Background: an optimization exercise with open tools, aiming at small area. Do not read the settings as production practice.
Only simulation tests tie the RTL to the original design; equivalence was not proved.
No activity file was given, so power comes from the tool's default toggle rates. No driver is modelled on the clock port, so clocking that relies on it looks cheaper here than on a real chip.

== v54 ==
==> flow/design.v (excerpt) <==
module regfile_sb #(
  parameter int DATA_W   = 32,
  parameter int ADDR_W   = 5,
  parameter int ZERO_REG = 1
) (
  input  logic              clk,
  input  logic              reset,
  input  logic [ADDR_W-1:0] rd_addr_1,
  input  logic [ADDR_W-1:0] rd_addr_2,
  output logic [DATA_W-1:0] rd_data_1,
  output logic [DATA_W-1:0] rd_data_2,
  output logic              rd_pend_1,
  output logic              rd_pend_2,
  input  logic              wr_en,
  input  logic [ADDR_W-1:0] wr_addr,
  input  logic [DATA_W-1:0] wr_data,
  input  logic              iss_en,
  input  logic [ADDR_W-1:0] iss_addr,
  output logic              iss_stall,
  output logic [ADDR_W:0]   pend_cnt
);
  localparam int DEPTH = 1 << ADDR_W;
  localparam int NREG  = DEPTH - 1;    
  logic [DATA_W-1:0] mem_q [1:DEPTH-1];
  logic [DATA_W-1:0] mem_d [1:DEPTH-1];
  logic [DEPTH-1:1]  pend_q;
  logic [DEPTH-1:1]  pend_d;
  logic [ADDR_W:0]   pend_cnt_q;
  logic [ADDR_W:0]   pend_cnt_d;
  logic [DEPTH-1:1] wdec, idec, rdec1, rdec2;
  logic [DEPTH-1:1] wen_row, hold_row;
  always_comb begin
    for (int i = 1; i < DEPTH; i++) begin
      wdec[i]  = (wr_addr   == ADDR_W'(i));
      idec[i]  = (iss_addr  == ADDR_W'(i));
      rdec1[i] = (rd_addr_1 == ADDR_W'(i));
      rdec2[i] = (rd_addr_2 == ADDR_W'(i));
      wen_row[i]  = reset & wr_en & wdec[i];
      hold_row[i] = reset & ~(wr_en & wdec[i]);
    end
  end
  logic pend_iss, pend_wr;
  regfile_sb_rmux #(.N(NREG)) u_pend_iss (.d(pend_q), .s(idec), .y(pend_iss));
  regfile_sb_rmux #(.N(NREG)) u_pend_wr  (.d(pend_q), .s(wdec), .y(pend_wr));
  ...
For scale: ~3400 cells after synthesis, about 1000 flip-flops, roughly 130 I/O pins, ~40000 um2 of cells after synthesis.
export LEC_CHECK = 0
export CAP_MARGIN = 5
export CORE_MARGIN = 2
export CORE_UTILIZATION = 50
export PLACE_DENSITY = 0.6
export SLEW_MARGIN = 5
export SYNTH_HIERARCHICAL = 1
create_clock -name core_clock -period 6.0 [get_ports {clk}]
standard.sh (not shown) runs the stock make flow with config.mk's settings and CLKGATE_MAP_FILE= SYNTH_SCRIPT=/design/flow/synth_recipe.tcl, a recipe that flattens the netlist after the stock synthesis.
==> flow/flow/run.sh <==
#!/bin/bash
# Own flow: the standard layout, with synthesis remapped by an
# area-oriented ABC script (registers are unchanged: dfflibmap runs first),
# clock tree synthesis without dummy loads, and a small buffer on each port.
set -euo pipefail
HERE=$(pwd)
export MY_ABC_SCRIPT=$HERE/flow/nf.abc
bash standard.sh SYNTH_SCRIPT=$HERE/flow/my_synth.tcl synth > $HERE/flow_synth.log 2>&1
CTS="-sink_clustering_enable -repair_clock_nets -dont_use_dummy_load -buf_list {sky130_fd_sc_hd__clkbuf_8} -sink_clustering_size 14 -sink_clustering_max_diameter 60"
bash standard.sh "CTS_ARGS=$CTS" "BUFFER_PORTS_ARGS=-buffer_cell sky130_fd_sc_hd__buf_1" finish > $HERE/flow_finish.log 2>&1
==> flow/flow/my_synth.tcl <==
# The standard flow's synthesis (synth_recipe.tcl) with one change: every abc call uses
# the area-oriented mapping script given by MY_ABC_SCRIPT.
proc synth {args} { yosys synth -nofsm -noshare {*}$args }
proc abc {args} {
  set i [lsearch -exact $args -script]
  if {$i >= 0} { lset args [expr {$i+1}] $::env(MY_ABC_SCRIPT) }
  yosys abc {*}$args
}
source $::env(SCRIPTS_DIR)/synth.tcl
# left out here: clear keep_hierarchy, flatten, clean up, hide names made inside functions, write 1_2_yosys.v
==> flow/flow/nf.abc <==
&get -n; &nf -R 1000; &put
--- input diff v54..v25 ---
Settings: CORE_UTILIZATION now 45, was 50; SLEW_MARGIN now 20, was 5; CAP_MARGIN now 20, was 5.
==> flow/flow/run.sh <==
#!/bin/bash
# Own flow: the standard layout, with synthesis remapped by an
# area-oriented ABC script (registers are unchanged: dfflibmap runs first).
set -euo pipefail
HERE=$(pwd)
export MY_ABC_SCRIPT=$HERE/flow/nf.abc
bash standard.sh SYNTH_SCRIPT=$HERE/flow/my_synth.tcl synth > $HERE/flow_synth.log 2>&1
bash standard.sh finish > $HERE/flow_finish.log 2>&1
[summary]
In v25 the implementation completed, yet the final layout does not meet the checks, the culprit being negative setup slack.
Diff v54 -> v25: detail-routed via count per cell decreased by 0.45 relative to the old numbers, count of plain and timing-repair buffers in the layout now sits higher.
Post-CTS clock slew at the launch and capture registers of the worst setup and hold paths (higher): v25
What v13 does differently from v25 at the input level:
Settings: SLEW_MARGIN now 5, was 20; CORE_UTILIZATION now 50, was 45; CAP_MARGIN now 5, was 20.
-- flow/flow/run.sh --
<<< v25, line 3
# area-oriented ABC script (registers are unchanged: dfflibmap runs first).
>>> v13, line 3
# area-oriented ABC script (registers are unchanged: dfflibmap runs first),
# clock tree synthesis without dummy loads, and a small buffer on each port.
<<< v25, line 8
bash standard.sh finish > $HERE/flow_finish.log 2>&1
>>> v13, line 9
CTS="-sink_clustering_enable -repair_clock_nets -dont_use_dummy_load -buf_list {sky130_fd_sc_hd__clkbuf_16} -sink_clustering_size 30 -sink_clustering_max_diameter 100"
bash standard.sh "CTS_ARGS=$CTS" "BUFFER_PORTS_ARGS=-buffer_cell sky130_fd_sc_hd__buf_1" finish > $HERE/flow_finish.log 2>&1
### Flow results
v13: full flow OK, the timing, design-rule and antenna checks passed
Routability congestion estimate in v13 is 0.047 higher than in v25
Going from v25 to v13, relative contribution of the clock network to total power went down by 17 points; endpoint arrival time on the critical path went down by 0.43 ns; cell area went down by 5000 um2.
Total power: v13 < v25
Sequential share of cell area: v13 and v25 compared, lower one is v25
Comparing final worst-path cycle share for v13 and v25, the bigger number came from v25.
diff inputs: v13 => v37
Settings: changing PLACE_DENSITY from 0.6 to 0.55; changing CORE_UTILIZATION from 50 to 45.
-- flow/flow/run.sh --
<<< v13, line 9
CTS="-sink_clustering_enable -repair_clock_nets -dont_use_dummy_load -buf_list {sky130_fd_sc_hd__clkbuf_16} -sink_clustering_size 30 -sink_clustering_max_diameter 100"
>>> v37, line 9
CTS="-sink_clustering_enable -repair_clock_nets -dont_use_dummy_load -buf_list {sky130_fd_sc_hd__clkbuf_8} -sink_clustering_size 14 -sink_clustering_max_diameter 60"
==> run notes <==
Die footprint (higher): v37. Number of clock-tree buffers in the layout, v13 and v37: larger value in v37. Side by side, clock power turned out higher in v37 than in v13.
diff inputs: v37 => v28
Settings: CTS_BUF_LIST now sky130_fd_sc_hd__clkbuf_8, previously not set; CTS_CLUSTER_DIAMETER now 60, previously not set; PLACE_DENSITY now 0.6, was 0.55; CTS_CLUSTER_SIZE now 14, previously not set; CORE_UTILIZATION now 50, was 45; SETUP_SLACK_MARGIN now 0.3, previously not set; SLEW_MARGIN now 20, was 5; CAP_MARGIN now 20, was 5.
==> flow/run.sh (new file) <==
#!/bin/bash
# synth_recipe.tcl (not shown) runs the flow's synth.tcl, then flattens the netlist and writes it again
# the make line also repeats each setting of config.mk as NAME=value (left out here)
make -C /OpenROAD-flow-scripts/flow DESIGN_CONFIG=/design/flow/config.mk WORK_HOME=/design/flow/orfs CLKGATE_MAP_FILE= SYNTH_SCRIPT=/design/flow/synth_recipe.tcl finish
removed: flow/flow/run.sh
removed: flow/flow/my_synth.tcl
removed: flow/flow/nf.abc
removed: flow/standard.sh
### Flow results
Lower logic depth of the worst path, buffers included goes to v37 over v28.
[compare] base=v37 new=v28: routed wire length went up 4.7%; estimated wirelength of the detail-placed design went up 4900 um; worst setup slack went down 0.063 ns; count of non-filler cells in the finished layout went up 78.
v28 did not stop at any stage, and its layout met the timing, design-rule and antenna checks.
## Diff of input files: v35 against v28
Settings: CTS_BUF_LIST: sky130_fd_sc_hd__clkbuf_8 -> unset; CTS_CLUSTER_DIAMETER: 60 -> unset; SLEW_MARGIN: 20 -> 5; CAP_MARGIN: 20 -> 5; SETUP_SLACK_MARGIN: 0.3 -> unset; CTS_CLUSTER_SIZE: 14 -> unset.
==> flow/flow/run.sh (new file) <==
#!/bin/bash
# Own flow: the standard layout, with synthesis remapped by an
# area-oriented ABC script (registers are unchanged: dfflibmap runs first),
# clock tree synthesis without dummy loads, and a small buffer on each port.
set -euo pipefail
HERE=$(pwd)
export MY_ABC_SCRIPT=$HERE/flow/nf.abc
bash standard.sh SYNTH_SCRIPT=$HERE/flow/my_synth.tcl synth > $HERE/flow_synth.log 2>&1
CTS="-sink_clustering_enable -repair_clock_nets -dont_use_dummy_load -buf_list {sky130_fd_sc_hd__clkbuf_8} -sink_clustering_size 14 -sink_clustering_max_diameter 60"
bash standard.sh "CTS_ARGS=$CTS" "BUFFER_PORTS_ARGS=-buffer_cell sky130_fd_sc_hd__buf_1" finish > $HERE/flow_finish.log 2>&1
==> flow/flow/my_synth.tcl (new file) <==
# The standard flow's synthesis (synth_recipe.tcl) with one change: every abc call uses
# the area-oriented mapping script given by MY_ABC_SCRIPT.
proc synth {args} { yosys synth -nofsm -noshare {*}$args }
proc abc {args} {
  set i [lsearch -exact $args -script]
  if {$i >= 0} { lset args [expr {$i+1}] $::env(MY_ABC_SCRIPT) }
  yosys abc {*}$args
}
source $::env(SCRIPTS_DIR)/synth.tcl
# left out here: clear keep_hierarchy, flatten, clean up, hide names made inside functions, write 1_2_yosys.v
==> flow/flow/nf.abc (new file) <==
&get -n; &st; &synch2; &nf -R 1000; &put
==> flow/standard.sh (new file) <==
#!/bin/bash
# synth_recipe.tcl (not shown) runs the flow's synth.tcl, then flattens the netlist and writes it again
# the make line also repeats each setting of config.mk as NAME=value (left out here)
make -C /OpenROAD-flow-scripts/flow DESIGN_CONFIG=/design/flow/config.mk WORK_HOME=/design/flow/orfs CLKGATE_MAP_FILE= SYNTH_SCRIPT=/design/flow/synth_recipe.tcl "${@:-finish}"
removed: flow/run.sh
No stage failed in v35, and the final checks on the layout all came back clean.
Going from v28 to v35, clock transition at the registers of the reported paths saw a decrease; cell area after placement decreased by 1500 um2 relative to the old numbers.
The worst slack at placement of v35 is higher than that of v28.
Delta (v35 minus v28): clock latency on the worst-skew pair went down; mapped cell area went down.
Post-synthesis xor/xnor area fraction of v35 is on par with v28.
Sequential-to-total area share from yosys stat in v35 is 0.73 points higher than in v28
Compared with v28, in v35 clock skew saw an increase, area of combinational cells with multiple inputs saw a decrease, cell area went down, area growth from synthesis to final layout -5.7 points.

## afterwards: timing with drivers on the ports
In the flow no input, the clock included, has a driving cell. The finished layouts below were timed again as built, in two steps. Step 1 (the two cells are an assumption about what drives the block):
set clk [get_ports {clk}]
set_driving_cell -lib_cell sky130_fd_sc_hd__clkbuf_16 $clk
set_driving_cell -lib_cell sky130_fd_sc_hd__buf_2 [delete_from_list [all_inputs] $clk]
Step 2 moves the port delays by t, midway between the first and last clock arrival at a register: inputs arrive t later, outputs are due t later. That takes back most of the time a late clock gives input paths. Three values: ideal, step 1, step 2; two values: the first two.
run | shift t [ns] | slack for setup (ns) | worst slew at a driven data input, ns
v54 | 0.788 | 0.352 / 0.319 / 0.301 | 0.12
v25 | 0.764 | -0.108 / -0.155 / -0.155 | 0.13
v13 | 0.698 | 0.318 / 0.277 / 0.203 | 0.13
v37 | 0.860 | 0.159 / 0.035 / 0.035 | 0.15
v28 | 0.830 | 0.096 / 0.073 / 0.073 | 0.17
v35 | 0.784 | 0.439 / 0.348 / 0.348 | 0.11
The setup slack of v37, which loses most, moves by -0.124 ns with the drivers and by -0.124 ns with both steps.
